Source: an optimization exercise on an open RTL-to-GDS flow (aim: small area and a short achievable clock period). Production flows keep margins and buffers that such runs may drop.
Where RTL was checked, it was by simulation tests only, not by an equivalence proof against the original.
The RTL of run 1 was laid out without a check of its function.
Power is estimated from default activity; no workload was simulated.

==> flow/design.v (outline; a module is shown in full before it is edited, if it fits) <==
// module worley_field_pipe: 3794 lines
// module wl_fa: 10 lines
// module wl_ha: 9 lines
module worley_field_pipe #(
  parameter int NUM_PTS    = 4,
  parameter int COORD_W    = 10,
  parameter int H_ACTIVE   = 640,
  parameter int V_ACTIVE   = 480,
  parameter int DIST_SHIFT = 8,
  parameter int OUT_W      = 8
) (
  input  logic               clk,
  input  logic               rst_n,
  input  logic               frame_start,
  input  logic               pix_valid,
  input  logic [COORD_W-1:0] x,
  input  logic [COORD_W-1:0] y,
  output logic               noise_valid,
  output logic [OUT_W-1:0]   noise,
  output logic [2:0]         cell_id,
  output logic               busy
);
  // ...
==> flow/run.sh <==
#!/bin/bash
# synth_recipe.tcl (not shown) runs the flow's synth.tcl, then flattens the netlist and writes it again
# the make line also repeats each setting of config.mk as NAME=value (left out here)
make -C /OpenROAD-flow-scripts/flow DESIGN_CONFIG=/design/flow/config.mk WORK_HOME=/design/flow/orfs CLKGATE_MAP_FILE= SYNTH_SCRIPT=/design/flow/synth_recipe.tcl finish
==> flow/config.mk <==
export PLATFORM = sky130hd
export DESIGN_NAME = worley_field_pipe
export DESIGN_NICKNAME = worley_field_pipe
export VERILOG_FILES = /design/flow/design.v
export SDC_FILE = /design/flow/constraint.sdc
export NUM_CORES = 4
export LEC_CHECK = 0
export CAP_MARGIN = 20
export CORE_MARGIN = 2
export CORE_UTILIZATION = 50
export SETUP_SLACK_MARGIN = 5.0
export SLEW_MARGIN = 20
export SYNTH_HIERARCHICAL = 1
export SYNTH_MINIMUM_KEEP_SIZE = 0
==> flow/constraint.sdc <==
create_clock -name core_clock -period 8.0 [get_ports {clk}]
set_input_delay 1.6000 -clock core_clock [delete_from_list [all_inputs] [get_ports {clk}]]
set_output_delay 1.6000 -clock core_clock [all_outputs]
set_load 0.01 [all_outputs]
==> results.txt, run 1 <==
* Status: finished clean
* Met2 usage at approximately two fifths
* Worst EP arrival at between 3 and 4 ns
* GR Util met3 at under 10%
* Switching part of the total at 39.82%
* WL final at between 60000 and 70000 um
* Non-filler cells, final at approximately 3600
* Worst Path Buf+Inv at 0
* Post-CTS Setup Repair Bufs at 7
* Async set-reset flop share out of synthesis at 0%
* Worst setup EP type: register
* Syn Inst Count at about 2700
* Busiest grt layer: met2
* ClkCell Share at 5.366%
* Dpl ws at between 4 and 5 ns
* Ys Warns at 9
* Router iterations before antenna repair at 5
* Multi-input gate area at 0.01971 mm^2
* Worst skew pair latency at 0.58 ns
* Root buffer cell: clkbuf_16
* Hold_ws at between 0.4 and 0.5 ns
* Core ar. at around 0.055 mm^2
* Endpoint, Worst Hold: vld[3]$_SDFF_PN0_
* Inverters at 158
* Hold Vio Cnt, Final at 0
* P_comb at between 5 and 6 mW
* Crit start category: register
* Synth top area cells: dfxtp_1 (29%), fa_1 (27%), and2_1 (8.2%), ha_1 (7.7%), xnor2_1 (3.4%)
* Worst setup path start: ax2[6]$_DFF_P_
* FF-to-FF End: ra2[5]$_DFF_P_
* Global-route wire length before repair at 106500 um
* Power Total at around 12 mW
* Gr ovfl total at 0
* Mapped Avg Cell Area at about 11 um^2
* Clk network pwr share at about 20%
* Combinational share of power at 50.8%
* Io pins at 37
* Max VDD drop at around 0.23 mV
* Clk. pwr at 2.31 mW
* Max_cap viols at 0
* Met2 WL post-DR at roughly 31000 um
==> run 2, diff against run 1 <==
--- a/flow/design.v
+++ b/flow/design.v
@@ -1564,16 +1564,28 @@
   logic c0_82;
   logic c0_83;
   logic c0_84;
   logic c0_85;
   logic c0_86;
   logic c0_87;
   logic c0_88;
   logic c0_89;
+  logic c0_90;
+  logic c0_91;
+  logic c0_92;
+  logic c0_93;
+  logic c0_94;
+  logic c0_95;
+  logic c0_96;
+  logic c0_97;
+  logic c0_98;
+  logic c0_99;
+  logic c0_100;
+  logic c0_101;
   assign c0_0 = ra0[0] ^ rb0[0];
   assign c0_1 = ra0[0] & rb0[0];
   assign c0_2 = ra0[1] ^ rb0[1];
   assign c0_3 = ra0[1] & rb0[1];
   assign c0_4 = ra0[2] ^ rb0[2];
   assign c0_5 = ra0[2] & rb0[2];
   assign c0_6 = ra0[3] ^ rb0[3];
   assign c0_7 = ra0[3] & rb0[3];
@@ -1609,63 +1621,75 @@
   assign c0_37 = c0_15 | (c0_14 & c0_13);
   assign c0_38 = c0_14 & c0_12;
   assign c0_39 = c0_19 | (c0_18 & c0_17);
   assign c0_40 = c0_18 & c0_16;
   assign c0_41 = c0_23 | (c0_22 & c0_21);
   assign c0_42 = c0_22 & c0_20;
   assign c0_43 = c0_27 | (c0_26 & c0_25);
   assign c0_44 = c0_26 & c0_24;
-  assign c0_45 = c0_33 | (c0_34 & c0_31);
-  assign c0_46 = c0_34 & c0_32;
-  assign c0_47 = c0_37 | (c0_38 & c0_35);
-  assign c0_48 = c0_38 & c0_36;
-  assign c0_49 = c0_41 | (c0_42 & c0_39);
-  assign c0_50 = c0_42 & c0_40;
-  assign c0_51 = c0_47 | (c0_48 & c0_45);
-  assign c0_52 = c0_48 & c0_46;
-  assign c0_53 = c0_49 | (c0_50 & c0_51);
-  assign c0_54 = c0_50 & c0_52;
-  assign c0_55 = c0_35 | (c0_36 & c0_45);
-  assign c0_56 = c0_36 & c0_46;
-  assign c0_57 = c0_39 | (c0_40 & c0_51);
-  assign c0_58 = c0_40 & c0_52;
-  assign c0_59 = c0_43 | (c0_44 & c0_53);
-  assign c0_60 = c0_44 & c0_54;
-  assign c0_61 = c0_5 | (c0_4 & c0_31);
-  assign c0_62 = c0_4 & c0_32;
-  assign c0_63 = c0_9 | (c0_8 & c0_45);
-  assign c0_64 = c0_8 & c0_46;
-  assign c0_65 = c0_13 | (c0_12 & c0_55);
-  assign c0_66 = c0_12 & c0_56;
-  assign c0_67 = c0_17 | (c0_16 & c0_51);
-  assign c0_68 = c0_16 & c0_52;
-  assign c0_69 = c0_21 | (c0_20 & c0_57);
-  assign c0_70 = c0_20 & c0_58;
-  assign c0_71 = c0_25 | (c0_24 & c0_53);
-  assign c0_72 = c0_24 & c0_54;
-  assign c0_73 = c0_29 | (c0_28 & c0_59);
-  assign c0_74 = c0_28 & c0_60;
-  assign c0_75 = c0_0 ^ rc0;
-  assign c0_76 = c0_2 ^ c0_30;
-  assign c0_77 = c0_4 ^ c0_31;
-  assign c0_78 = c0_6 ^ c0_61;
-  assign c0_79 = c0_8 ^ c0_45;
-  assign c0_80 = c0_10 ^ c0_63;
-  assign c0_81 = c0_12 ^ c0_55;
-  assign c0_82 = c0_14 ^ c0_65;
-  assign c0_83 = c0_16 ^ c0_51;
-  assign c0_84 = c0_18 ^ c0_67;
-  assign c0_85 = c0_20 ^ c0_57;
-  assign c0_86 = c0_22 ^ c0_69;
-  assign c0_87 = c0_24 ^ c0_53;
-  assign c0_88 = c0_26 ^ c0_71;
-  assign c0_89 = c0_28 ^ c0_59;
+  assign c0_45 = c0_5 | (c0_4 & c0_31);
+  assign c0_46 = c0_4 & c0_32;
+  assign c0_47 = c0_33 | (c0_34 & c0_31);
+  assign c0_48 = c0_34 & c0_32;
+  assign c0_49 = c0_13 | (c0_12 & c0_35);
+  assign c0_50 = c0_12 & c0_36;
+  assign c0_51 = c0_37 | (c0_38 & c0_35);
+  assign c0_52 = c0_38 & c0_36;
+  assign c0_53 = c0_21 | (c0_20 & c0_39);
+  assign c0_54 = c0_20 & c0_40;
+  assign c0_55 = c0_41 | (c0_42 & c0_39);
+  assign c0_56 = c0_42 & c0_40;
+  assign c0_57 = c0_29 | (c0_28 & c0_43);
+  assign c0_58 = c0_28 & c0_44;
+  assign c0_59 = c0_9 | (c0_8 & c0_47);
+  assign c0_60 = c0_8 & c0_48;
+  assign c0_61 = c0_35 | (c0_36 & c0_47);
+  assign c0_62 = c0_36 & c0_48;
+  assign c0_63 = c0_49 | (c0_50 & c0_47);
+  assign c0_64 = c0_50 & c0_48;
+  assign c0_65 = c0_51 | (c0_52 & c0_47);
+  assign c0_66 = c0_52 & c0_48;
+  assign c0_67 = c0_25 | (c0_24 & c0_55);
+  assign c0_68 = c0_24 & c0_56;
+  assign c0_69 = c0_43 | (c0_44 & c0_55);
+  assign c0_70 = c0_44 & c0_56;
+  assign c0_71 = c0_57 | (c0_58 & c0_55);
+  assign c0_72 = c0_58 & c0_56;
+  assign c0_73 = c0_17 | (c0_16 & c0_65);
+  assign c0_74 = c0_16 & c0_66;
+  assign c0_75 = c0_39 | (c0_40 & c0_65);
+  assign c0_76 = c0_40 & c0_66;
+  assign c0_77 = c0_53 | (c0_54 & c0_65);
+  assign c0_78 = c0_54 & c0_66;
+  assign c0_79 = c0_55 | (c0_56 & c0_65);
+  assign c0_80 = c0_56 & c0_66;
+  assign c0_81 = c0_67 | (c0_68 & c0_65);
+  assign c0_82 = c0_68 & c0_66;
+  assign c0_83 = c0_69 | (c0_70 & c0_65);
+  assign c0_84 = c0_70 & c0_66;
+  assign c0_85 = c0_71 | (c0_72 & c0_65);
+  assign c0_86 = c0_72 & c0_66;
+  assign c0_87 = c0_0 ^ rc0;
+  assign c0_88 = c0_2 ^ c0_30;
+  assign c0_89 = c0_4 ^ c0_31;
+  assign c0_90 = c0_6 ^ c0_45;
+  assign c0_91 = c0_8 ^ c0_47;
+  assign c0_92 = c0_10 ^ c0_59;
+  assign c0_93 = c0_12 ^ c0_61;
+  assign c0_94 = c0_14 ^ c0_63;
+  assign c0_95 = c0_16 ^ c0_65;
+  assign c0_96 = c0_18 ^ c0_73;
+  assign c0_97 = c0_20 ^ c0_75;
+  assign c0_98 = c0_22 ^ c0_77;
+  assign c0_99 = c0_24 ^ c0_79;
+  assign c0_100 = c0_26 ^ c0_81;
+  assign c0_101 = c0_28 ^ c0_83;
   logic [20:0] dd0;
-  assign dd0 = {c0_89, c0_88, c0_87, c0_86, c0_85, c0_84, c0_83, c0_82, c0_81, c0_80, c0_79, c0_78, c0_77, c0_76, c0_75, rl0};
+  assign dd0 = {c0_101, c0_100, c0_99, c0_98, c0_97, c0_96, c0_95, c0_94, c0_93, c0_92, c0_91, c0_90, c0_89, c0_88, c0_87, rl0};
   logic [20:8] d0;
   always_ff @(posedge clk) d0 <= dd0[20:8];
   logic t1_0, t1_1;
   logic t1_2, t1_3;
   logic t1_4, t1_5;
   logic t1_6, t1_7;
   logic t1_8, t1_9;
   logic t1_10, t1_11;
@@ -1929,16 +1953,28 @@
   logic c1_82;
   logic c1_83;
   logic c1_84;
   logic c1_85;
   logic c1_86;
   logic c1_87;
   logic c1_88;
   logic c1_89;
+  logic c1_90;
+  logic c1_91;
+  logic c1_92;
+  logic c1_93;
+  logic c1_94;
+  logic c1_95;
+  logic c1_96;
+  logic c1_97;
+  logic c1_98;
+  logic c1_99;
+  logic c1_100;
+  logic c1_101;
   assign c1_0 = ra1[0] ^ rb1[0];
   assign c1_1 = ra1[0] & rb1[0];
   assign c1_2 = ra1[1] ^ rb1[1];
   assign c1_3 = ra1[1] & rb1[1];
   assign c1_4 = ra1[2] ^ rb1[2];
   assign c1_5 = ra1[2] & rb1[2];
   assign c1_6 = ra1[3] ^ rb1[3];
   assign c1_7 = ra1[3] & rb1[3];
@@ -1974,63 +2010,75 @@
   assign c1_37 = c1_15 | (c1_14 & c1_13);
   assign c1_38 = c1_14 & c1_12;
   assign c1_39 = c1_19 | (c1_18 & c1_17);
   assign c1_40 = c1_18 & c1_16;
   assign c1_41 = c1_23 | (c1_22 & c1_21);
   assign c1_42 = c1_22 & c1_20;
   assign c1_43 = c1_27 | (c1_26 & c1_25);
   assign c1_44 = c1_26 & c1_24;
-  assign c1_45 = c1_33 | (c1_34 & c1_31);
-  assign c1_46 = c1_34 & c1_32;
-  assign c1_47 = c1_37 | (c1_38 & c1_35);
-  assign c1_48 = c1_38 & c1_36;
-  assign c1_49 = c1_41 | (c1_42 & c1_39);
-  assign c1_50 = c1_42 & c1_40;
-  assign c1_51 = c1_47 | (c1_48 & c1_45);
-  assign c1_52 = c1_48 & c1_46;
-  assign c1_53 = c1_49 | (c1_50 & c1_51);
-  assign c1_54 = c1_50 & c1_52;
-  assign c1_55 = c1_35 | (c1_36 & c1_45);
-  assign c1_56 = c1_36 & c1_46;
-  assign c1_57 = c1_39 | (c1_40 & c1_51);
-  assign c1_58 = c1_40 & c1_52;
-  assign c1_59 = c1_43 | (c1_44 & c1_53);
-  assign c1_60 = c1_44 & c1_54;
-  assign c1_61 = c1_5 | (c1_4 & c1_31);
-  assign c1_62 = c1_4 & c1_32;
-  assign c1_63 = c1_9 | (c1_8 & c1_45);
-  assign c1_64 = c1_8 & c1_46;
-  assign c1_65 = c1_13 | (c1_12 & c1_55);
-  assign c1_66 = c1_12 & c1_56;
-  assign c1_67 = c1_17 | (c1_16 & c1_51);
-  assign c1_68 = c1_16 & c1_52;
-  assign c1_69 = c1_21 | (c1_20 & c1_57);
-  assign c1_70 = c1_20 & c1_58;
-  assign c1_71 = c1_25 | (c1_24 & c1_53);
-  assign c1_72 = c1_24 & c1_54;
-  assign c1_73 = c1_29 | (c1_28 & c1_59);
-  assign c1_74 = c1_28 & c1_60;
-  assign c1_75 = c1_0 ^ rc1;
-  assign c1_76 = c1_2 ^ c1_30;
-  assign c1_77 = c1_4 ^ c1_31;
-  assign c1_78 = c1_6 ^ c1_61;
-  assign c1_79 = c1_8 ^ c1_45;
-  assign c1_80 = c1_10 ^ c1_63;
-  assign c1_81 = c1_12 ^ c1_55;
-  assign c1_82 = c1_14 ^ c1_65;
-  assign c1_83 = c1_16 ^ c1_51;
-  assign c1_84 = c1_18 ^ c1_67;
-  assign c1_85 = c1_20 ^ c1_57;
-  assign c1_86 = c1_22 ^ c1_69;
-  assign c1_87 = c1_24 ^ c1_53;
-  assign c1_88 = c1_26 ^ c1_71;
-  assign c1_89 = c1_28 ^ c1_59;
+  assign c1_45 = c1_5 | (c1_4 & c1_31);
+  assign c1_46 = c1_4 & c1_32;
+  assign c1_47 = c1_33 | (c1_34 & c1_31);
+  assign c1_48 = c1_34 & c1_32;
+  assign c1_49 = c1_13 | (c1_12 & c1_35);
+  assign c1_50 = c1_12 & c1_36;
+  assign c1_51 = c1_37 | (c1_38 & c1_35);
+  assign c1_52 = c1_38 & c1_36;
+  assign c1_53 = c1_21 | (c1_20 & c1_39);
+  assign c1_54 = c1_20 & c1_40;
+  assign c1_55 = c1_41 | (c1_42 & c1_39);
+  assign c1_56 = c1_42 & c1_40;
+  assign c1_57 = c1_29 | (c1_28 & c1_43);
+  assign c1_58 = c1_28 & c1_44;
+  assign c1_59 = c1_9 | (c1_8 & c1_47);
+  assign c1_60 = c1_8 & c1_48;
+  assign c1_61 = c1_35 | (c1_36 & c1_47);
+  assign c1_62 = c1_36 & c1_48;
+  assign c1_63 = c1_49 | (c1_50 & c1_47);
+  assign c1_64 = c1_50 & c1_48;
+  assign c1_65 = c1_51 | (c1_52 & c1_47);
+  assign c1_66 = c1_52 & c1_48;
+  assign c1_67 = c1_25 | (c1_24 & c1_55);
+  assign c1_68 = c1_24 & c1_56;
+  assign c1_69 = c1_43 | (c1_44 & c1_55);
+  assign c1_70 = c1_44 & c1_56;
+  assign c1_71 = c1_57 | (c1_58 & c1_55);
+  assign c1_72 = c1_58 & c1_56;
+  assign c1_73 = c1_17 | (c1_16 & c1_65);
+  assign c1_74 = c1_16 & c1_66;
+  assign c1_75 = c1_39 | (c1_40 & c1_65);
+  assign c1_76 = c1_40 & c1_66;
+  assign c1_77 = c1_53 | (c1_54 & c1_65);
+  assign c1_78 = c1_54 & c1_66;
+  assign c1_79 = c1_55 | (c1_56 & c1_65);
+  assign c1_80 = c1_56 & c1_66;
+  assign c1_81 = c1_67 | (c1_68 & c1_65);
+  assign c1_82 = c1_68 & c1_66;
+  assign c1_83 = c1_69 | (c1_70 & c1_65);
+  assign c1_84 = c1_70 & c1_66;
+  assign c1_85 = c1_71 | (c1_72 & c1_65);
+  assign c1_86 = c1_72 & c1_66;
+  assign c1_87 = c1_0 ^ rc1;
+  assign c1_88 = c1_2 ^ c1_30;
+  assign c1_89 = c1_4 ^ c1_31;
+  assign c1_90 = c1_6 ^ c1_45;
+  assign c1_91 = c1_8 ^ c1_47;
+  assign c1_92 = c1_10 ^ c1_59;
+  assign c1_93 = c1_12 ^ c1_61;
+  assign c1_94 = c1_14 ^ c1_63;
+  assign c1_95 = c1_16 ^ c1_65;
+  assign c1_96 = c1_18 ^ c1_73;
+  assign c1_97 = c1_20 ^ c1_75;
+  assign c1_98 = c1_22 ^ c1_77;
+  assign c1_99 = c1_24 ^ c1_79;
+  assign c1_100 = c1_26 ^ c1_81;
+  assign c1_101 = c1_28 ^ c1_83;
   logic [20:0] dd1;
-  assign dd1 = {c1_89, c1_88, c1_87, c1_86, c1_85, c1_84, c1_83, c1_82, c1_81, c1_80, c1_79, c1_78, c1_77, c1_76, c1_75, rl1};
+  assign dd1 = {c1_101, c1_100, c1_99, c1_98, c1_97, c1_96, c1_95, c1_94, c1_93, c1_92, c1_91, c1_90, c1_89, c1_88, c1_87, rl1};
   logic [20:8] d1;
   always_ff @(posedge clk) d1 <= dd1[20:8];
   logic t2_0, t2_1;
   logic t2_2, t2_3;
   logic t2_4, t2_5;
   logic t2_6, t2_7;
   logic t2_8, t2_9;
   logic t2_10, t2_11;
@@ -2294,16 +2342,28 @@
   logic c2_82;
   logic c2_83;
   logic c2_84;
   logic c2_85;
   logic c2_86;
   logic c2_87;
   logic c2_88;
   logic c2_89;
+  logic c2_90;
+  logic c2_91;
+  logic c2_92;
+  logic c2_93;
+  logic c2_94;
+  logic c2_95;
+  logic c2_96;
+  logic c2_97;
+  logic c2_98;
+  logic c2_99;
+  logic c2_100;
+  logic c2_101;
   assign c2_0 = ra2[0] ^ rb2[0];
   assign c2_1 = ra2[0] & rb2[0];
   assign c2_2 = ra2[1] ^ rb2[1];
   assign c2_3 = ra2[1] & rb2[1];
   assign c2_4 = ra2[2] ^ rb2[2];
   assign c2_5 = ra2[2] & rb2[2];
   assign c2_6 = ra2[3] ^ rb2[3];
   assign c2_7 = ra2[3] & rb2[3];
@@ -2339,63 +2399,75 @@
   assign c2_37 = c2_15 | (c2_14 & c2_13);
   assign c2_38 = c2_14 & c2_12;
   assign c2_39 = c2_19 | (c2_18 & c2_17);
   assign c2_40 = c2_18 & c2_16;
   assign c2_41 = c2_23 | (c2_22 & c2_21);
   assign c2_42 = c2_22 & c2_20;
   assign c2_43 = c2_27 | (c2_26 & c2_25);
   assign c2_44 = c2_26 & c2_24;
-  assign c2_45 = c2_33 | (c2_34 & c2_31);
-  assign c2_46 = c2_34 & c2_32;
-  assign c2_47 = c2_37 | (c2_38 & c2_35);
-  assign c2_48 = c2_38 & c2_36;
-  assign c2_49 = c2_41 | (c2_42 & c2_39);
-  assign c2_50 = c2_42 & c2_40;
-  assign c2_51 = c2_47 | (c2_48 & c2_45);
-  assign c2_52 = c2_48 & c2_46;
-  assign c2_53 = c2_49 | (c2_50 & c2_51);
-  assign c2_54 = c2_50 & c2_52;
-  assign c2_55 = c2_35 | (c2_36 & c2_45);
-  assign c2_56 = c2_36 & c2_46;
-  assign c2_57 = c2_39 | (c2_40 & c2_51);
-  assign c2_58 = c2_40 & c2_52;
-  assign c2_59 = c2_43 | (c2_44 & c2_53);
-  assign c2_60 = c2_44 & c2_54;
-  assign c2_61 = c2_5 | (c2_4 & c2_31);
-  assign c2_62 = c2_4 & c2_32;
-  assign c2_63 = c2_9 | (c2_8 & c2_45);
-  assign c2_64 = c2_8 & c2_46;
-  assign c2_65 = c2_13 | (c2_12 & c2_55);
-  assign c2_66 = c2_12 & c2_56;
-  assign c2_67 = c2_17 | (c2_16 & c2_51);
-  assign c2_68 = c2_16 & c2_52;
-  assign c2_69 = c2_21 | (c2_20 & c2_57);
-  assign c2_70 = c2_20 & c2_58;
-  assign c2_71 = c2_25 | (c2_24 & c2_53);
-  assign c2_72 = c2_24 & c2_54;
-  assign c2_73 = c2_29 | (c2_28 & c2_59);
-  assign c2_74 = c2_28 & c2_60;
-  assign c2_75 = c2_0 ^ rc2;
-  assign c2_76 = c2_2 ^ c2_30;
-  assign c2_77 = c2_4 ^ c2_31;
-  assign c2_78 = c2_6 ^ c2_61;
-  assign c2_79 = c2_8 ^ c2_45;
-  assign c2_80 = c2_10 ^ c2_63;
-  assign c2_81 = c2_12 ^ c2_55;
-  assign c2_82 = c2_14 ^ c2_65;
-  assign c2_83 = c2_16 ^ c2_51;
-  assign c2_84 = c2_18 ^ c2_67;
-  assign c2_85 = c2_20 ^ c2_57;
-  assign c2_86 = c2_22 ^ c2_69;
-  assign c2_87 = c2_24 ^ c2_53;
-  assign c2_88 = c2_26 ^ c2_71;
-  assign c2_89 = c2_28 ^ c2_59;
+  assign c2_45 = c2_5 | (c2_4 & c2_31);
+  assign c2_46 = c2_4 & c2_32;
+  assign c2_47 = c2_33 | (c2_34 & c2_31);
+  assign c2_48 = c2_34 & c2_32;
+  assign c2_49 = c2_13 | (c2_12 & c2_35);
+  assign c2_50 = c2_12 & c2_36;
+  assign c2_51 = c2_37 | (c2_38 & c2_35);
+  assign c2_52 = c2_38 & c2_36;
+  assign c2_53 = c2_21 | (c2_20 & c2_39);
+  assign c2_54 = c2_20 & c2_40;
+  assign c2_55 = c2_41 | (c2_42 & c2_39);
+  assign c2_56 = c2_42 & c2_40;
+  assign c2_57 = c2_29 | (c2_28 & c2_43);
+  assign c2_58 = c2_28 & c2_44;
+  assign c2_59 = c2_9 | (c2_8 & c2_47);
+  assign c2_60 = c2_8 & c2_48;
+  assign c2_61 = c2_35 | (c2_36 & c2_47);
+  assign c2_62 = c2_36 & c2_48;
+  assign c2_63 = c2_49 | (c2_50 & c2_47);
+  assign c2_64 = c2_50 & c2_48;
+  assign c2_65 = c2_51 | (c2_52 & c2_47);
+  assign c2_66 = c2_52 & c2_48;
+  assign c2_67 = c2_25 | (c2_24 & c2_55);
+  assign c2_68 = c2_24 & c2_56;
+  assign c2_69 = c2_43 | (c2_44 & c2_55);
+  assign c2_70 = c2_44 & c2_56;
+  assign c2_71 = c2_57 | (c2_58 & c2_55);
+  assign c2_72 = c2_58 & c2_56;
+  assign c2_73 = c2_17 | (c2_16 & c2_65);
+  assign c2_74 = c2_16 & c2_66;
+  assign c2_75 = c2_39 | (c2_40 & c2_65);
+  assign c2_76 = c2_40 & c2_66;
+  assign c2_77 = c2_53 | (c2_54 & c2_65);
+  assign c2_78 = c2_54 & c2_66;
+  assign c2_79 = c2_55 | (c2_56 & c2_65);
+  assign c2_80 = c2_56 & c2_66;
+  assign c2_81 = c2_67 | (c2_68 & c2_65);
+  assign c2_82 = c2_68 & c2_66;
+  assign c2_83 = c2_69 | (c2_70 & c2_65);
+  assign c2_84 = c2_70 & c2_66;
+  assign c2_85 = c2_71 | (c2_72 & c2_65);
+  assign c2_86 = c2_72 & c2_66;
+  assign c2_87 = c2_0 ^ rc2;
+  assign c2_88 = c2_2 ^ c2_30;
+  assign c2_89 = c2_4 ^ c2_31;
+  assign c2_90 = c2_6 ^ c2_45;
+  assign c2_91 = c2_8 ^ c2_47;
+  assign c2_92 = c2_10 ^ c2_59;
+  assign c2_93 = c2_12 ^ c2_61;
+  assign c2_94 = c2_14 ^ c2_63;
+  assign c2_95 = c2_16 ^ c2_65;
+  assign c2_96 = c2_18 ^ c2_73;
+  assign c2_97 = c2_20 ^ c2_75;
+  assign c2_98 = c2_22 ^ c2_77;
+  assign c2_99 = c2_24 ^ c2_79;
+  assign c2_100 = c2_26 ^ c2_81;
+  assign c2_101 = c2_28 ^ c2_83;
   logic [20:0] dd2;
-  assign dd2 = {c2_89, c2_88, c2_87, c2_86, c2_85, c2_84, c2_83, c2_82, c2_81, c2_80, c2_79, c2_78, c2_77, c2_76, c2_75, rl2};
+  assign dd2 = {c2_101, c2_100, c2_99, c2_98, c2_97, c2_96, c2_95, c2_94, c2_93, c2_92, c2_91, c2_90, c2_89, c2_88, c2_87, rl2};
   logic [20:8] d2;
   always_ff @(posedge clk) d2 <= dd2[20:8];
   logic t3_0, t3_1;
   logic t3_2, t3_3;
   logic t3_4, t3_5;
   logic t3_6, t3_7;
   logic t3_8, t3_9;
   logic t3_10, t3_11;
@@ -2659,16 +2731,28 @@
   logic c3_82;
   logic c3_83;
   logic c3_84;
   logic c3_85;
   logic c3_86;
   logic c3_87;
   logic c3_88;
   logic c3_89;
+  logic c3_90;
+  logic c3_91;
+  logic c3_92;
+  logic c3_93;
+  logic c3_94;
+  logic c3_95;
+  logic c3_96;
+  logic c3_97;
+  logic c3_98;
+  logic c3_99;
+  logic c3_100;
+  logic c3_101;
   assign c3_0 = ra3[0] ^ rb3[0];
   assign c3_1 = ra3[0] & rb3[0];
   assign c3_2 = ra3[1] ^ rb3[1];
   assign c3_3 = ra3[1] & rb3[1];
   assign c3_4 = ra3[2] ^ rb3[2];
   assign c3_5 = ra3[2] & rb3[2];
   assign c3_6 = ra3[3] ^ rb3[3];
   assign c3_7 = ra3[3] & rb3[3];
@@ -2704,63 +2788,75 @@
   assign c3_37 = c3_15 | (c3_14 & c3_13);
   assign c3_38 = c3_14 & c3_12;
   assign c3_39 = c3_19 | (c3_18 & c3_17);
   assign c3_40 = c3_18 & c3_16;
   assign c3_41 = c3_23 | (c3_22 & c3_21);
   assign c3_42 = c3_22 & c3_20;
   assign c3_43 = c3_27 | (c3_26 & c3_25);
   assign c3_44 = c3_26 & c3_24;
-  assign c3_45 = c3_33 | (c3_34 & c3_31);
-  assign c3_46 = c3_34 & c3_32;
-  assign c3_47 = c3_37 | (c3_38 & c3_35);
-  assign c3_48 = c3_38 & c3_36;
-  assign c3_49 = c3_41 | (c3_42 & c3_39);
-  assign c3_50 = c3_42 & c3_40;
-  assign c3_51 = c3_47 | (c3_48 & c3_45);
-  assign c3_52 = c3_48 & c3_46;
-  assign c3_53 = c3_49 | (c3_50 & c3_51);
-  assign c3_54 = c3_50 & c3_52;
-  assign c3_55 = c3_35 | (c3_36 & c3_45);
-  assign c3_56 = c3_36 & c3_46;
-  assign c3_57 = c3_39 | (c3_40 & c3_51);
-  assign c3_58 = c3_40 & c3_52;
-  assign c3_59 = c3_43 | (c3_44 & c3_53);
-  assign c3_60 = c3_44 & c3_54;
-  assign c3_61 = c3_5 | (c3_4 & c3_31);
-  assign c3_62 = c3_4 & c3_32;
-  assign c3_63 = c3_9 | (c3_8 & c3_45);
-  assign c3_64 = c3_8 & c3_46;
-  assign c3_65 = c3_13 | (c3_12 & c3_55);
-  assign c3_66 = c3_12 & c3_56;
-  assign c3_67 = c3_17 | (c3_16 & c3_51);
-  assign c3_68 = c3_16 & c3_52;
-  assign c3_69 = c3_21 | (c3_20 & c3_57);
-  assign c3_70 = c3_20 & c3_58;
-  assign c3_71 = c3_25 | (c3_24 & c3_53);
-  assign c3_72 = c3_24 & c3_54;
-  assign c3_73 = c3_29 | (c3_28 & c3_59);
-  assign c3_74 = c3_28 & c3_60;
-  assign c3_75 = c3_0 ^ rc3;
-  assign c3_76 = c3_2 ^ c3_30;
-  assign c3_77 = c3_4 ^ c3_31;
-  assign c3_78 = c3_6 ^ c3_61;
-  assign c3_79 = c3_8 ^ c3_45;
-  assign c3_80 = c3_10 ^ c3_63;
-  assign c3_81 = c3_12 ^ c3_55;
-  assign c3_82 = c3_14 ^ c3_65;
-  assign c3_83 = c3_16 ^ c3_51;
-  assign c3_84 = c3_18 ^ c3_67;
-  assign c3_85 = c3_20 ^ c3_57;
-  assign c3_86 = c3_22 ^ c3_69;
-  assign c3_87 = c3_24 ^ c3_53;
-  assign c3_88 = c3_26 ^ c3_71;
-  assign c3_89 = c3_28 ^ c3_59;
+  assign c3_45 = c3_5 | (c3_4 & c3_31);
+  assign c3_46 = c3_4 & c3_32;
+  assign c3_47 = c3_33 | (c3_34 & c3_31);
+  assign c3_48 = c3_34 & c3_32;
+  assign c3_49 = c3_13 | (c3_12 & c3_35);
+  assign c3_50 = c3_12 & c3_36;
+  assign c3_51 = c3_37 | (c3_38 & c3_35);
+  assign c3_52 = c3_38 & c3_36;
+  assign c3_53 = c3_21 | (c3_20 & c3_39);
+  assign c3_54 = c3_20 & c3_40;
+  assign c3_55 = c3_41 | (c3_42 & c3_39);
+  assign c3_56 = c3_42 & c3_40;
+  assign c3_57 = c3_29 | (c3_28 & c3_43);
+  assign c3_58 = c3_28 & c3_44;
+  assign c3_59 = c3_9 | (c3_8 & c3_47);
+  assign c3_60 = c3_8 & c3_48;
+  assign c3_61 = c3_35 | (c3_36 & c3_47);
+  assign c3_62 = c3_36 & c3_48;
+  assign c3_63 = c3_49 | (c3_50 & c3_47);
+  assign c3_64 = c3_50 & c3_48;
+  assign c3_65 = c3_51 | (c3_52 & c3_47);
+  assign c3_66 = c3_52 & c3_48;
+  assign c3_67 = c3_25 | (c3_24 & c3_55);
+  assign c3_68 = c3_24 & c3_56;
+  assign c3_69 = c3_43 | (c3_44 & c3_55);
+  assign c3_70 = c3_44 & c3_56;
+  assign c3_71 = c3_57 | (c3_58 & c3_55);
+  assign c3_72 = c3_58 & c3_56;
+  assign c3_73 = c3_17 | (c3_16 & c3_65);
+  assign c3_74 = c3_16 & c3_66;
+  assign c3_75 = c3_39 | (c3_40 & c3_65);
+  assign c3_76 = c3_40 & c3_66;
+  assign c3_77 = c3_53 | (c3_54 & c3_65);
+  assign c3_78 = c3_54 & c3_66;
+  assign c3_79 = c3_55 | (c3_56 & c3_65);
+  assign c3_80 = c3_56 & c3_66;
+  assign c3_81 = c3_67 | (c3_68 & c3_65);
+  assign c3_82 = c3_68 & c3_66;
+  assign c3_83 = c3_69 | (c3_70 & c3_65);
+  assign c3_84 = c3_70 & c3_66;
+  assign c3_85 = c3_71 | (c3_72 & c3_65);
+  assign c3_86 = c3_72 & c3_66;
+  assign c3_87 = c3_0 ^ rc3;
+  assign c3_88 = c3_2 ^ c3_30;
+  assign c3_89 = c3_4 ^ c3_31;
+  assign c3_90 = c3_6 ^ c3_45;
+  assign c3_91 = c3_8 ^ c3_47;
+  assign c3_92 = c3_10 ^ c3_59;
+  assign c3_93 = c3_12 ^ c3_61;
+  assign c3_94 = c3_14 ^ c3_63;
+  assign c3_95 = c3_16 ^ c3_65;
+  assign c3_96 = c3_18 ^ c3_73;
+  assign c3_97 = c3_20 ^ c3_75;
+  assign c3_98 = c3_22 ^ c3_77;
+  assign c3_99 = c3_24 ^ c3_79;
+  assign c3_100 = c3_26 ^ c3_81;
+  assign c3_101 = c3_28 ^ c3_83;
   logic [20:0] dd3;
-  assign dd3 = {c3_89, c3_88, c3_87, c3_86, c3_85, c3_84, c3_83, c3_82, c3_81, c3_80, c3_79, c3_78, c3_77, c3_76, c3_75, rl3};
+  assign dd3 = {c3_101, c3_100, c3_99, c3_98, c3_97, c3_96, c3_95, c3_94, c3_93, c3_92, c3_91, c3_90, c3_89, c3_88, c3_87, rl3};
   logic [20:8] d3;
   always_ff @(posedge clk) d3 <= dd3[20:8];
   logic k10_0;
   logic k10_1;
   logic k10_2;
   logic k10_3;
   logic k10_4;
   logic k10_5;
==> flow/config.mk (replaced) <==
export PLATFORM = sky130hd
export DESIGN_NAME = worley_field_pipe
export DESIGN_NICKNAME = worley_field_pipe
export VERILOG_FILES = /design/flow/design.v
export SDC_FILE = /design/flow/constraint.sdc
export NUM_CORES = 4
export LEC_CHECK = 0
export CAP_MARGIN = 20
export CORE_MARGIN = 2
export CORE_UTILIZATION = 65
export SETUP_SLACK_MARGIN = 5.0
export SLEW_MARGIN = 20
export SYNTH_HIERARCHICAL = 1
export SYNTH_MINIMUM_KEEP_SIZE = 0
==> results.txt, run 2 <==
* Post-synth top area share at between 20 and 30%
* Post-DP HPWL at 51490 um
* Status: finished clean
* PortBufs at 35
* Endpoint, Worst Hold: vld[4]$_SDFF_PN0_
* Worst-margin pin slew at around 1.1 ns
* Predominant post-synthesis flop cell: dfxtp_1
* Sequential area share after synthesis at 28.98%
* Die ar. at 0.04439 mm^2
* Reg2reg setup slack at between 5 and 6 ns
* Rows at 75
* Worst EP arrival at 3.41 ns (-0.02 ns)
* Drt wl/cell at around 20 um
* Crit start category: register
* Max VDD drop at 0.1978 mV (-13%)
* Largest register FFs at 40
* Top cells by count, synth: dfxtp_1 (402), and2_1 (369), fa_1 (360)
* Mux contribution to synthesized area at less than 1%
* Post-Syn Nets at 3208
* Top-count cell post-synth: dfxtp_1
* Synth top area cells: dfxtp_1 (29%), fa_1 (26%), and2_1 (8.3%), ha_1 (7.7%), xnor2_1 (4.1%)
* Async set-reset flop share out of synthesis at 0% (unchanged)
* Library cells used by synthesis at between 70 and 80
* Tightest Hold Check Type: reg -> reg
* Router iterations before antenna repair at 8 (+3)
* Fillers at approximately 3000
* Netlist Area Pre-Place at ~0.028 mm^2
* Final core utilization at 74.55%
* Cell family with the largest share of critical-path delay: adder cells
* DRC at 0
* Gr ovfl total at 0 (unchanged)
* Largest net degree at the start of global routing at 44
* GP Congestion at between 0.9 and 1
* Largest register by flop count: px
* Global-route wire length before repair at 107500 um (+0.87%)
* Vias at 19359
* Worst Path Buf+Inv at 1 (+1)
* Hold_sp: vld[3]$_SDFF_PN0_
* Die outline width at 210.7 um
* Syn Inst Count at 2652 (-0.11%)
* Worst setup EP type: register
* Initial Util at 66.05%
* H-tree depth at 2
* Slew margin rel. at about 30%
* Critical path data required time at about 8.4 ns
* Total Neg Setup Slack at 0 ns
* Post-Synth Simple-Gate Area at 17.59%
* Nets at 3311
* Worst r2r path cells at 7
* Number of global-route vias before repair at roughly 20000
* Final setup fails at 0
* Core ar. at 0.04204 mm^2 (-24%)
* Final period util at between 30% and 40%
* Cell taking the most area after synthesis: dfxtp_1
* Max_cap viols at 0 (unchanged)
* RSZ-0062 raised after global routing: yes
* Skew final at 0.03398 ns
* Worst skew pair latency at 0.58 ns (about the same)
* Critical path type: reg -> reg
* Compound-Gate Fraction of Synth Area at roughly 8.4%
* Mapped Avg Cell Area at 10.47 um^2 (-0.97%)
* Longest Clk Path Bufs at 3
* Critical Path Slowest Stage Cell: fa_2
* Commonest non-fill, non-tap cell in the layout: and2_1
* Yosys reg bits at about 400
* Count of pins over their slew limit at 0
* Placed cell areas at around 0.029 mm^2
* Clock slew seen by the registers of the worst setup and hold paths at 0.06 ns
* Largest family of logic cells by synthesized area: adder cells
* CP most frequent cell: fa_1
* FF-to-FF End: ra3[7]$_DFF_P_
* DRT iter0 DRCs at ~1300
* Worst-path maximum fanout at 5
* Hold buffer count at cts at 0
* Io pins at 37 (unchanged)
* Post-synthesis adder-cell area fraction at around 36%
* GRT Resource Usage Total at just over 30%
* Initial antenna violation count at 1
* Via/cell ratio at between 5 and 6
* Xor and xnor fraction of the mapped netlist area at ~6.6%
* Max frequency at approximately 340 MHz
* DIE HEIGHT at ~210 um
* Fin area at around 0.031 mm^2
* Top Registers: px (40), py (36)
* Ys Warns at 9 (unchanged)
* Clk sinks at ~400
* R2R Path Start: ay3[8]$_DFF_P_
* Post-route ant nets at 0
* Fin crit period at roughly 3 ns
* Most frequent cells in the layout: and2_1 (362), fa_1 (319), dfxtp_1 (313)
* Critical path depth at 7
* WL final at 66960 um (-0.14%)
* PD cells at between 300 and 400 mW/mm^2
* LEAKAGE at roughly 14 nW
* CTS tree: done
* Synth-to-layout area growth at 12.86%
* Critical path's largest stage delay at 0.54 ns
* Clock buffer count from CTS at 45
* Post-synth EDFFs at 0
* Min-Delay Path Depth at 1
* Fraction of layout cells with a size suffix above 1 at 11.47%
* Hold_ws at 0.4396 ns (+0.008357 ns)
* Root buffer cell: clkbuf_16
* Crit-path cells: buf_12, and2_1, fa_1, fa_1, fa_2, fa_2, fa_1
* Hold Vio Cnt, Final at 0 (unchanged)
run 2: changes by cell type in the layout (fill, tap and decap cells not counted), sizes merged, moves of 10 or more:
cell,change
fa,-12
xor2,-12
clkbuf,-10
buf,-14
maj3,+18
a21o,+11
xnor2,+21
run 2: metal layers:
layer / vias up / global-route usage (%) / wire, um
li1: 9070 / - / -
met1: 9627 / 40.56 / 28320
met2: 516 / 53.50 / 32700
met3: 146 / 4.297 / 3527
met4: 0 / 9.568 / 2420
met5: - / 0 / 0
run 2: modules after synthesis (local to each module, per instance):
module | flops+latches | area, um^2 | copies in the design | cells inside
wl_fa | 0 | 20.02 | 300 | 1
worley_field_pipe | 402 | 21210 | 1 | 2308
wl_ha | 0 | 12.51 | 44 | 1
run 2: metrics by stage:
| step | std cells | power, mW | setup slack [ns] |
|---|---|---|---|
| floorplan | 2652 | 7.050 | 5.076 |
| global placement | 3203 | 8.621 | 4.588 |
| detailed placement | 3203 | 8.855 | 4.617 |
| CTS | 3292 | 11.27 | 4.931 |
| global route | 3328 | 12.28 | 4.937 |
| finish | 3329 | 11.39 | 5.020 |
run 2: logic make-up (layout without fill, tap and decap cells):
family	count (synthesis)	count (layout)
simple gates	911	911
flops	402	402
xor+xnor	210	210
buf+inv	190	327
mux	5	5
compound gates	350	350
fa+ha+maj	583	583
other cells	1	2
run 2: report_power, final:
group          internal (mW)  switching [mW]
sequential              2.74           0.640
combinational           2.73            2.98
clock                   1.46           0.843
total                   6.93            4.46
run 2: worst max path at each step:
stage	startpoint	slack [ns]	endpoint
final	ay3[8]$_DFF_P_	5.02	ra3[7]$_DFF_P_
after global routing	rc0$_DFF_P_	4.94	d0[20]$_DFF_P_
after CTS	ax3[3]$_DFF_P_	4.93	ra3[6]$_DFF_P_
after detailed placement	ay3[8]$_DFF_P_	4.62	ra3[6]$_DFF_P_
after global placement	ys[0]$_DFF_P_	4.59	ay3[5]$_DFF_P_
after floorplan	ax0[6]$_DFF_P_	5.08	ra0[6]$_DFF_P_
run 2: timing repair:
| item | CTS | global route |
|---|---|---|
| gates resized for setup | 161 | 95 |
| buffers inserted | 8 | 36 |
| pin swaps | 12 | 23 |
| endpoints found under the setup margin | 74 | 83 |
run 2: cell type report:
class	count	area (um^2)	area share (%)
clock buffers	57	1242	3.964
well taps	539	674.4	2.152
clock inverters	24	425.4	1.357
inverters	163	611.8	1.952
flip-flops and latches	402	8327	26.57
diodes	1	2.502	0.007985
multi-input cells	2060	19340	61.73
repair buffers	83	711.9	2.272
run 2: worst register-to-register path, delay by kind of cell, from the launching register on:
family	cells	cell delay, ns
buffers and inverters	1	0.15
AND/OR/NAND/NOR	1	0.16
flip-flops	1	0.39
adder cells (fa/ha/maj)	5	2.14
==> run 3, diff against run 2 <==
--- a/flow/config.mk
+++ b/flow/config.mk
@@ -8,5 +8,5 @@
 export CAP_MARGIN = 20
 export CORE_MARGIN = 2
-export CORE_UTILIZATION = 65
+export CORE_UTILIZATION = 50
 export SETUP_SLACK_MARGIN = 5.0
 export SLEW_MARGIN = 20
==> results.txt, run 3 <==
* Status: finished clean
* Placed cells at 3410 (+6.5%)
* Post-DP HPWL at 52630 um (+2.2%)
* DRT iter0 DRCs at 945 (-26%)
* Final core utilization at 57.02% (-18 points)
* Worst Path Buf+Inv at 0 (-1)
* LEAKAGE at 13.77 nW (-0.71%)
* Final setup fails at 0 (unchanged)
* Ys Warns at 9 (unchanged)
* Total Neg Setup Slack at 0 ns (unchanged)
* Io pins at 37 (unchanged)
* Post-route ant nets at 0 (unchanged)
* Async set-reset flop share out of synthesis at 0% (unchanged)
* Vias at 18777 (-3.0%)
* Clk sinks at 402 (unchanged)
* Root buffer cell: clkbuf_16
* DRC at 0 (unchanged)
* Critical path type: reg -> reg
* Router iterations before antenna repair at 8 (unchanged)
* Hold Vio Cnt, Final at 0 (unchanged)
* Max frequency at 336.6 MHz (+0.32%)
* Initial antenna violation count at 1 (unchanged)
* Non-filler cells, final at 3533 (+6.1%)
* Cell family with the largest share of critical-path delay: adder cells
* Initial Util at 50.50% (-16 points)
* Rows at 86 (+15%)
* Fraction of layout cells with a size suffix above 1 at 11.17% (-0.30 points)
* Mapped Avg Cell Area at 10.47 um^2 (unchanged)
* RSZ-0062 raised after global routing: yes
* CP most frequent cell: fa_1
* GP Congestion at 0.8911 (-7.0%)
* Post-Syn Nets at 3208 (unchanged)
* Number of global-route vias before repair at 19403 (-3.7%)
* Crit-path cells: and2_1, fa_1, fa_1, fa_2, fa_1, fa_1
* Hold buffer count at cts at 0 (unchanged)
* Netlist Area Pre-Place at 0.02777 mm^2 (unchanged)
* Max_cap viols at 0 (unchanged)
* Power Total at 11.05 mW (-3.0%)
* Commonest non-fill, non-tap cell in the layout: and2_1
* Die ar. at 0.05744 mm^2 (+29%)
* Sequential area share after synthesis at 28.98% (unchanged)
* Fillers at 4749 (+61%)
* Most frequent cells in the layout: and2_1 (366), fa_1 (316), dfxtp_1 (311)
* Count of pins over their slew limit at 0 (unchanged)
* Worst EP arrival at 3.43 ns (+0.02 ns)
* Clock buffer count from CTS at 46 (+2.2%)
* Min-Delay Path Depth at 1 (unchanged)
* DIE HEIGHT at 239.7 um (+14%)
* Nets at 3304 (-0.21%)
* Max VDD drop at 0.1852 mV (-6.4%)
* Crit start category: register
* Final period util at 37.13% (-0.12 points)
* Slew margin rel. at 36.96% (+7.2 points)
* Largest register FFs at 40 (unchanged)
* Synth-to-layout area growth at 12.91% (about the same)
* Worst-path maximum fanout at 10 (+5)
* Library cells used by synthesis at 72 (unchanged)
* Top Registers: px (40), py (36)
* Gr ovfl total at 0 (unchanged)
* Syn Inst Count at 2652 (unchanged)
* Via/cell ratio at 5.315 (-8.6%)
* Critical path data required time at 8.46 ns (+0.03 ns)
* Worst skew pair latency at 0.58 ns (about the same)
* Post-synth top area share at 28.98% (unchanged)
* Largest register by flop count: px
* Top cells by count, synth: dfxtp_1 (402), and2_1 (369), fa_1 (360)
* Synth top area cells: dfxtp_1 (29%), fa_1 (26%), and2_1 (8.3%), ha_1 (7.7%), xnor2_1 (4.1%)
* PD cells at 352.4 mW/mm^2 (-3.0%)
* Cell taking the most area after synthesis: dfxtp_1
* Die outline width at 239.7 um (+14%)
* Longest Clk Path Bufs at 3 (unchanged)
* Critical path depth at 6 (-1)
* GRT Resource Usage Total at 23.59% (-7.3 points)
* Tightest Hold Check Type: reg -> reg
* Worst r2r path cells at 6 (-1)
* PortBufs at 35 (unchanged)
* CTS tree: done
* Critical Path Slowest Stage Cell: fa_1
* Top-count cell post-synth: dfxtp_1
* Fin area at 0.03135 mm^2 (about the same)
* Placed cell areas at 0.02896 mm^2 (+0.86%)
* Post-synth EDFFs at 0 (unchanged)
* Fin crit period at 2.970 ns (-0.009600 ns)
* Global-route wire length before repair at 106000 um (-1.4%)
* Skew final at 0.03077 ns (-0.003208 ns)
* Worst-margin pin slew at 0.9443 ns (-0.1086 ns)
* Critical path's largest stage delay at 0.54 ns (about the same)
* Worst setup EP type: register
* Yosys reg bits at 402 (unchanged)
* Predominant post-synthesis flop cell: dfxtp_1
* H-tree depth at 2 (unchanged)
* Reg2reg setup slack at 5.03 ns (about the same)
* WL final at 66150 um (-1.2%)
* Core ar. at 0.05499 mm^2 (+31%)
* Clock slew seen by the registers of the worst setup and hold paths at 0.06 ns (about the same)
* Largest net degree at the start of global routing at 44 (unchanged)
* Drt wl/cell at 18.72 um (-6.9%)
-- run 3: final timing paths --
check,startpoint,to
max reg2reg,ay1[9]$_DFF_P_,ra1[6]$_DFF_P_
min reg2reg,vld[3]$_SDFF_PN0_,vld[4]$_SDFF_PN0_
max,ay1[9]$_DFF_P_,ra1[6]$_DFF_P_
min,vld[3]$_SDFF_PN0_,vld[4]$_SDFF_PN0_
-- run 3: routing by layer --
metal | GRT usage, % | share of wire (%)
met3 | 3.584 | 4.2
met2 | 39.65 | 47
met1 | 31.23 | 45
met4 | 7.708 | 2.9
met5 | 0 | 0
-- run 3: final cells by class --
class	instances	area (um^2)	area share [%]
timing repair buffer	75	645.6	2.059
tap	748	935.9	2.985
clock inverter	23	231.5	0.7383
multi-input combinational	2060	19340	61.68
sequential	402	8299	26.47
inverter	163	611.8	1.951
antenna	1	2.502	0.007981
clock buffer	61	1289	4.110
-- run 3: cells by family after synthesis --
group	share of synthesized area (%)
other	0.01350
XOR/XNOR	6.623
multiplexers	0.1802
buffers and inverters	2.586
adder cells (fa/ha/maj)	35.62
flip-flops	28.98
AO/OA/AOI/OAI	8.408
AND/OR/NAND/NOR	17.59
-- run 3: modules after synthesis (local to each module, per instance) --
module / area (um^2) / cells inside
worley_field_pipe: 21210 / 2308
wl_ha: 12.51 / 1
wl_fa: 20.02 / 1
-- run 3: power breakdown --
part           total [mW]  leakage (nW)  internal (mW)  switching (mW)
sequential           3.38          3.37           2.74           0.638
combinational        5.57          9.65           2.66            2.91
clock                2.10         0.745           1.24           0.864
total                11.0          13.8           6.64            4.41
-- run 3: per-stage QoR --
step                      hold WS [ns]  setup slack, ns
after floorplan                 0.4119            5.076
final                           0.4390            5.030
after CTS                       0.4457            4.857
after global routing            0.4515            4.952
after global placement          0.4240            4.708
after detailed placement        0.4231            4.686
-- run 3: repair_timing --
item | in CTS | in global routing
setup endpoints to repair | 69 | 85
buffers inserted | 13 | 25
resized for setup | 155 | 88
pin swaps | 10 | 32
==> run 4, diff against run 3 <==
--- a/flow/config.mk
+++ b/flow/config.mk
@@ -9,6 +9,9 @@
 export CORE_MARGIN = 2
 export CORE_UTILIZATION = 50
+export CTS_CLUSTER_DIAMETER = 100
+export CTS_CLUSTER_SIZE = 30
 export SETUP_SLACK_MARGIN = 5.0
 export SLEW_MARGIN = 20
 export SYNTH_HIERARCHICAL = 1
 export SYNTH_MINIMUM_KEEP_SIZE = 0
+export TNS_END_PERCENT = 10
==> results.txt, run 4 <==
* Status: finished clean
* Critical path type: reg -> out
* Seq pwr share at 32.9% (+2.3 points)
* Max VDD drop at 0.1767 mV (-4.6%)
* FF-to-FF End: ra2[7]$_DFF_P_
* GRT Resource Usage Total at 23.35% (-0.24 points)
* Worst setup EP type: primary output
* Longest Clk Path Bufs at 3 (unchanged)
* Die outline width at 239.7 um (unchanged)
* Largest family of logic cells by synthesized area: adder cells
* Top-count cell post-synth: dfxtp_1
* Compound-Gate Fraction of Synth Area at 8.408% (unchanged)
* GP Congestion at 0.8911 (unchanged)
* Predominant post-synthesis flop cell: dfxtp_1
* Post-Syn Nets at 3208 (unchanged)
* Post-synth top area share at 28.98% (unchanged)
* Router iterations before antenna repair at 5 (-3)
* Nets at 3298 (-0.18%)
* LEAKAGE at 13.40 nW (-2.7%)
* Count of pins over their slew limit at 0 (unchanged)
* CTS tree: done
* Rows at 86 (unchanged)
* RSZ-0062 raised after global routing: yes
* Sequential area share after synthesis at 28.98% (unchanged)
* Fraction of layout cells with a size suffix above 1 at 8.939% (-2.2 points)
* Slew margin rel. at 36.91% (-0.043 points)
* Yosys reg bits at 402 (unchanged)
* Dpl ws at 4.686 ns (unchanged)
* R2R Path Start: ax2[6]$_DFF_P_
* Top cells by count, synth: dfxtp_1 (402), and2_1 (369), fa_1 (360)
* Die ar. at 0.05744 mm^2 (unchanged)
* Crit start category: register
* Non-filler cells, final at 3500 (-0.93%)
* Clk network pwr share at 12.2% (-6.8 points)
* Skew final at 0.03623 ns (+0.005464 ns)
* Initial antenna violation count at 1 (unchanged)
* Worst setup path start: noise[0]$_SDFF_PP0_
* Critical path data required time at 6.40 ns (-2.06 ns)
* Reg2reg setup slack at 4.97 ns (-0.06 ns)
* Post-synthesis adder-cell area fraction at 35.62% (unchanged)
* Most frequent cells in the layout: and2_1 (369), fa_1 (342), dfxtp_1 (312)
* PD cells at 333.4 mW/mm^2 (-5.4%)
* Clock slew seen by the registers of the worst setup and hold paths at 0.11 ns (+0.05 ns)
* Switching part of the total at 41.80% (+1.9 points)
* Clk sinks at 402 (unchanged)
* DRT iter0 DRCs at 958 (+1.4%)
* Fin crit period at 3.057 ns (+0.08695 ns)
* Combinational share of power at 54.9% (+4.5 points)
* Internal Power at 5.920 mW (-11%)
* Worst r2r path cells at 7 (+1)
* Post-DP HPWL at 52630 um (unchanged)
* Cell family with the largest share of critical-path delay: buffers and inverters
* Max_cap viols at 0 (unchanged)
* Hold Vio Cnt, Final at 0 (unchanged)
* Largest register by flop count: px
* Crit path capture: noise[0]
* Io pins at 37 (unchanged)
* Gr ovfl total at 0 (unchanged)
* H-tree depth at 1 (-1)
* Via/cell ratio at 5.346 (+0.59%)
* Critical Path Slowest Stage Cell: clkdlybuf4s50_1
* Synth top area cells: dfxtp_1 (29%), fa_1 (26%), and2_1 (8.3%), ha_1 (7.7%), xnor2_1 (4.1%)
* Post-route ant nets at 0 (unchanged)
* Worst EP arrival at 1.46 ns (-1.97 ns)
* Ys Warns at 9 (unchanged)
* WL final at 65780 um (-0.57%)
* Final period util at 38.22% (+1.1 points)
* Worst-path maximum fanout at 1 (-9)
* Commonest non-fill, non-tap cell in the layout: and2_1
* Root buffer cell: clkbuf_16
* Critical path depth at 1 (-5)
* Final setup fails at 0 (unchanged)
* DIE HEIGHT at 239.7 um (unchanged)
* Mapped Avg Cell Area at 10.47 um^2 (unchanged)
* Library cells used by synthesis at 72 (unchanged)
* Syn Inst Count at 2652 (unchanged)
* Post-synth EDFFs at 0 (unchanged)
* Tightest Hold Check Type: reg -> reg
* Async set-reset flop share out of synthesis at 0% (unchanged)
* Fin area at 0.03050 mm^2 (-2.7%)
* Core ar. at 0.05499 mm^2 (unchanged)
* Final setup margin at 4.943 ns (-0.08695 ns)
* Clock buffer count from CTS at 20 (-57%)
* Global-route wire length before repair at 105300 um (-0.63%)
* Post-Synth Simple-Gate Area at 17.59% (unchanged)
* Vias at 18712 (-0.35%)
* Netlist Area Pre-Place at 0.02777 mm^2 (unchanged)
* Worst skew pair latency at 0.58 ns (about the same)
* Placed cells at 3410 (unchanged)
* DRC at 0 (unchanged)
* PortBufs at 35 (unchanged)
* Power Total at 10.17 mW (-7.9%)
* Placed cell areas at 0.02896 mm^2 (unchanged)
* Initial Util at 50.50% (unchanged)
* Hold buffer count at cts at 0 (unchanged)
* Critical path's largest stage delay at 0.54 ns (about the same)
* Top Registers: px (40), py (36)
* Largest net degree at the start of global routing at 44 (unchanged)
* Total Neg Setup Slack at 0 ns (unchanged)
* Crit-path cells: clkdlybuf4s50_1
* Inserted Diodes at 0 (-1)
* Cell taking the most area after synthesis: dfxtp_1
* Drt wl/cell at 18.79 um (+0.37%)
* Mux contribution to synthesized area at 0.1802% (unchanged)
* Worst Path Buf+Inv at 1 (+1)
* Number of global-route vias before repair at 19295 (-0.56%)
* Max frequency at 327.1 MHz (-2.8%)
* Xor and xnor fraction of the mapped netlist area at 6.623% (unchanged)
* Worst-margin pin slew at 0.9450 ns (+0.0006480 ns)
* Synth-to-layout area growth at 9.845%
* Net Sw Power at 4.252 mW (-3.5%)
* Largest register FFs at 40 (unchanged)
## run 4: cell types whose count changed in the layout (fill, tap and decap cells not counted), sizes merged
cell | before | now
clkdlybuf4s50 | 23 | 34
clkinv | 12 | 3
dlymetal6s2s | 0 | 1
clkinvlp | 3 | 1
bufinv | 3 | 0
dlygate4sd2 | 12 | 0
clkbuf | 62 | 24
diode | 1 | 0
buf | 39 | 59
## run 4: worst min-delay path by stage
| stage | start | endpoint | slack [ns] | depth (start not counted) |
|---|---|---|---|---|
| after global placement | vld[0]$_SDFF_PN0_ | vld[1]$_SDFF_PN0_ | 0.42 | 1 |
| after floorplan | vld[0]$_SDFF_PN0_ | vld[1]$_SDFF_PN0_ | 0.41 | 1 |
| final | vld[3]$_SDFF_PN0_ | vld[4]$_SDFF_PN0_ | 0.45 | 1 |
| after detailed placement | vld[0]$_SDFF_PN0_ | vld[1]$_SDFF_PN0_ | 0.42 | 1 |
| after CTS | vld[3]$_SDFF_PN0_ | vld[4]$_SDFF_PN0_ | 0.45 | 1 |
| after global routing | vld[0]$_SDFF_PN0_ | vld[1]$_SDFF_PN0_ | 0.46 | 1 |
## run 4: layout make-up
type,count,area (um^2)
timing repair buffer,95,800.8
multi-input combinational,2060,19180
sequential,402,8305
fill,4786,24480
tap,748,935.9
clock buffer,23,543.0
inverter,163,611.8
clock inverter,9,127.6
## run 4: layer usage
layer  vias up  share of wire [%]  track usage [%]
li1       9009                  -                -
met1      9259                 46            31.20
met2       352                 48            39.78
met3        90                3.6            2.939
met4         2                2.9            6.742
met5         -              0.020                0
## run 4: power groups by stage
stage | combinational, mW | sequential, mW | clock (mW)
final | 5.58 | 3.35 | 1.24
after CTS | 5.57 | 3.35 | 1.30
after detailed placement | 5.44 | 3.42 | 0
after global placement | 5.34 | 3.42 | 0
after global routing | 6.36 | 3.42 | 1.35
after floorplan | 3.93 | 3.12 | 0
## run 4: logic make-up after synthesis
| kind of cell | after synthesis |
|---|---|
| AND/OR/NAND/NOR | 911 |
| adder cells (fa/ha/maj) | 583 |
| flip-flops | 402 |
| AO/OA/AOI/OAI | 350 |
| XOR/XNOR | 210 |
| buffers and inverters | 190 |
| multiplexers | 5 |
| other | 1 |
## run 4: timing repair
action                     CTS  global route
resized for setup          110            82
buffers inserted            38            20
pin swaps                    6            10
setup endpoints to repair   75           119
## run 4: per-stage QoR
step                util (%)  hold slack (ns)
CTS                    54.80           0.4546
floorplan                  -           0.4119
global placement       52.68           0.4240
global route           55.47           0.4646
detailed placement     52.68           0.4231
finish                 55.47           0.4503
## run 4: per-module statistics from Yosys (local to each module, per instance)
module	times used	cells inside	flip-flops and latches
wl_ha	44	1	0
worley_field_pipe	1	2308	402
wl_fa	300	1	0
==> run 5, diff against run 4 <==
--- a/flow/config.mk
+++ b/flow/config.mk
@@ -11,7 +11,7 @@
 export CTS_CLUSTER_DIAMETER = 100
 export CTS_CLUSTER_SIZE = 30
+export PLACE_DENSITY = 0.75
 export SETUP_SLACK_MARGIN = 5.0
 export SLEW_MARGIN = 20
 export SYNTH_HIERARCHICAL = 1
 export SYNTH_MINIMUM_KEEP_SIZE = 0
-export TNS_END_PERCENT = 10
==> results.txt, run 5 <==
* Status: finished clean
* Top Registers: px (40), py (36)
* Post-Syn Nets at 3208 (unchanged)
* Vias at 19078 (+2.0%)
* Gr ovfl total at 0 (unchanged)
* Ys Warns at 9 (unchanged)
* Worst-path maximum fanout at 10 (+9)
* Largest register by flop count: px
* Library cells used by synthesis at 72 (unchanged)
* Clock buffer count from CTS at 20 (unchanged)
* Slew margin rel. at 36.95% (about the same)
* Nets at 3286 (-0.36%)
* Worst-margin pin slew at 0.9445 ns (-0.0005037 ns)
* Crit-path cells: and2_1, fa_1, fa_1, fa_1, fa_1, fa_1
* Syn Inst Count at 2652 (unchanged)
* CP most frequent cell: fa_1
* Placed cells at 3410 (unchanged)
* Cell taking the most area after synthesis: dfxtp_1
* Critical Path Slowest Stage Cell: fa_1
* Max frequency at 331.9 MHz (+1.5%)
* DRT iter0 DRCs at 1349 (+41%)
* Die ar. at 0.05744 mm^2 (unchanged)
* Most frequent cells in the layout: and2_1 (364), fa_1 (311), dfxtp_1 (309)
* Top-count cell post-synth: dfxtp_1
* GP Congestion at 0.9300 (+4.4%)
* Non-filler cells, final at 3490 (-0.29%)
* Worst skew pair latency at 0.56 ns (-0.02 ns)
* Reg2reg setup slack at 4.99 ns (+0.02 ns)
* CTS tree: done
* Core ar. at 0.05499 mm^2 (unchanged)
* Cell family with the largest share of critical-path delay: adder cells
* PortBufs at 35 (unchanged)
* Sequential area share after synthesis at 28.98% (unchanged)
* Root buffer cell: clkbuf_16
* DRC at 0 (unchanged)
* Top cells by count, synth: dfxtp_1 (402), and2_1 (369), fa_1 (360)
* Largest net degree at the start of global routing at 44 (unchanged)
* Drt wl/cell at 18.25 um (-2.9%)
* Die outline width at 239.7 um (unchanged)
* Worst EP arrival at 3.46 ns (+2.00 ns)
* Inserted Diodes at 0 (unchanged)
* Initial Util at 50.50% (unchanged)
* Post-synth top area share at 28.98% (unchanged)
* Initial antenna violation count at 2 (+1)
* Synth top area cells: dfxtp_1 (29%), fa_1 (26%), and2_1 (8.3%), ha_1 (7.7%), xnor2_1 (4.1%)
* Final period util at 37.66% (-0.55 points)
* Predominant post-synthesis flop cell: dfxtp_1
* Rows at 86 (unchanged)
* PD cells at 334.4 mW/mm^2 (+0.30%)
* GRT Resource Usage Total at 22.64% (-0.71 points)
* Fraction of layout cells with a size suffix above 1 at 10.54% (+1.6 points)
* Via/cell ratio at 5.466 (+2.2%)
* Count of pins over their slew limit at 0 (unchanged)
* Async set-reset flop share out of synthesis at 0% (unchanged)
* Netlist Area Pre-Place at 0.02777 mm^2 (unchanged)
* FF-to-FF End: ra2[6]$_DFF_P_
* Post-route ant nets at 0 (unchanged)
* Total Neg Setup Slack at 0 ns (unchanged)
* R2R Path Start: ay2[9]$_DFF_P_
* H-tree depth at 1 (unchanged)
* Number of global-route vias before repair at 19774 (+2.5%)
* Hold_ws at 0.4468 ns (-0.003524 ns)
* Skew final at 0.01748 ns (-0.01875 ns)
* Fillers at 4617 (-3.5%)
* Fin crit period at 3.013 ns (-0.04435 ns)
* Critical path data required time at 8.44 ns (+2.04 ns)
* RSZ-0062 raised after global routing: yes
* Global-route wire length before repair at 104100 um (-1.2%)
* Io pins at 37 (unchanged)
* Critical path's largest stage delay at 0.52 ns (-0.02 ns)
* Critical path depth at 6 (+5)
* LEAKAGE at 13.39 nW (about the same)
* Post-synth EDFFs at 0 (unchanged)
* Longest Clk Path Bufs at 3 (unchanged)
* Yosys reg bits at 402 (unchanged)
* Max_cap viols at 0 (unchanged)
* Worst r2r path cells at 6 (-1)
* Hold buffer count at cts at 0 (unchanged)
* Synth-to-layout area growth at 10.21%
* Critical path type: reg -> reg
* Router iterations before antenna repair at 8 (+3)
* Largest register FFs at 40 (unchanged)
* Power Total at 10.24 mW (+0.63%)
* Final setup fails at 0 (unchanged)
* Tightest Hold Check Type: reg -> reg
* Commonest non-fill, non-tap cell in the layout: and2_1
* Crit start category: register
* DIE HEIGHT at 239.7 um (unchanged)
* WL final at 63680 um (-3.2%)
* Worst setup EP type: register
* Worst setup path start: ay2[9]$_DFF_P_
* Clk sinks at 402 (unchanged)
* Hold Vio Cnt, Final at 0 (unchanged)
* Worst Path Buf+Inv at 0 (-1)
* Mapped Avg Cell Area at 10.47 um^2 (unchanged)
* Clock slew seen by the registers of the worst setup and hold paths at 0.10 ns (about the same)
* Post-DP HPWL at 50990 um (-3.1%)
* Crit path capture: ra2[6]$_DFF_P_
* Max VDD drop at 0.1794 mV (+1.5%)
run 5: metrics by stage:
| step | util, % | instance area [um^2] | setup slack (ns) |
|---|---|---|---|
| final | 55.66 | 30600 | 4.987 |
| after global routing | 55.66 | 30600 | 4.929 |
| after floorplan | - | 27770 | 5.076 |
| after CTS | 54.54 | 29990 | 4.932 |
| after global placement | 52.68 | 28960 | 4.796 |
| after detailed placement | 52.68 | 28960 | 4.734 |
run 5: per-module statistics from Yosys (local to each module, per instance):
module,area (um^2),cells
wl_ha,12.51,1
worley_field_pipe,21210,2308
wl_fa,20.02,1
run 5: what timing repair did:
| action | in CTS | in global routing |
|---|---|---|
| pin swaps | 3 | 23 |
| buffers inserted | 11 | 35 |
| endpoints found under the setup margin | 80 | 90 |
| resized for setup | 149 | 112 |
run 5: power breakdown:
group / total [mW] / switching (mW) / leakage, nW / internal [mW]
Sequential: 3.34 / 0.609 / 3.37 / 2.73
Combinational: 5.67 / 2.97 / 9.69 / 2.69
Clock: 1.23 / 0.697 / 0.334 / 0.531
Total: 10.2 / 4.28 / 13.4 / 5.96
run 5: how the worst min path moves through the flow:
stage,start,endpoint,slack (ns),cells past startpoint
6_report,vld[2]$_SDFF_PN0_,vld[3]$_SDFF_PN0_,0.45,1
5_1_grt,vld[2]$_SDFF_PN0_,vld[3]$_SDFF_PN0_,0.47,1
4_1_cts,vld[2]$_SDFF_PN0_,vld[3]$_SDFF_PN0_,0.45,1
3_5_place_dp,vld[2]$_SDFF_PN0_,vld[3]$_SDFF_PN0_,0.43,1
3_3_place_gp,vld[2]$_SDFF_PN0_,vld[3]$_SDFF_PN0_,0.42,1
2_1_floorplan,vld[0]$_SDFF_PN0_,vld[1]$_SDFF_PN0_,0.41,1
run 5: per-layer routing:
layer / global-route usage [%] / share of wire (%) / wire length, um
met3: 2.316 / 4.0 / 2561
met1: 29.49 / 43 / 27560
met4: 8.144 / 3.5 / 2236
met5: 0 / 0.042 / 27
met2: 39.13 / 49 / 31290
run 5: layout make-up:
cell class                 instances  area, um^2  share of cell area [%]
sequential                       402        8324                   27.20
clock inverter                    11       127.6                  0.4170
clock buffer                      23       553.0                   1.807
tap                              748       935.9                   3.058
multi-input combinational       2060       19360                   63.26
inverter                         163       611.8                   1.999
timing repair buffer              83       690.7                   2.257
run 5: cell families (layout without fill, tap and decap cells):
group | after synthesis | after routing | synth area share, %
AOI/OAI and AO/OA | 350 | 350 | 8.408
xor gates and xnor gates | 210 | 210 | 6.623
adders and majority gates | 583 | 583 | 35.62
buffers and inverters | 190 | 280 | 2.586
DFF | 402 | 402 | 28.98
muxes | 5 | 5 | 0.1802
other | 1 | 1 | 0.01350
and+or+nand+nor | 911 | 911 | 17.59

[separate check: timing with driven ports]
How much do the figures lean on ideal ports? The routed layouts below were timed once more, with nothing changed but the port constraints. Step 1 sets driving cells, clkbuf_16 on the clock port and buf_2 on the other inputs (assumed; they add their load-dependent delay and slew). Step 2 moves the port delays by t, midway between the first and last clock arrival at a register: inputs arrive t later, outputs are due t later. That takes back most of the time a late clock gives input paths. Slacks: ideal ports / drivers / drivers and shift; pairs: ideal ports / drivers.
run	t, ns	setup slack, ns	pins driven straight from the clock port
run 1	0.624	5.020 / 5.020 / 4.843	1
run 2	0.620	5.020 / 5.020 / 4.832	1
run 3	0.623	5.030 / 5.030 / 4.857	1
run 4	0.621	4.943 / 4.881 / 4.831	1
run 5	0.608	4.987 / 4.987 / 4.848	1
After both steps setup and hold are still met in every run listed. The setup slack of run 2, which loses most, moves by 0.000 ns with the drivers and by -0.188 ns with both steps.
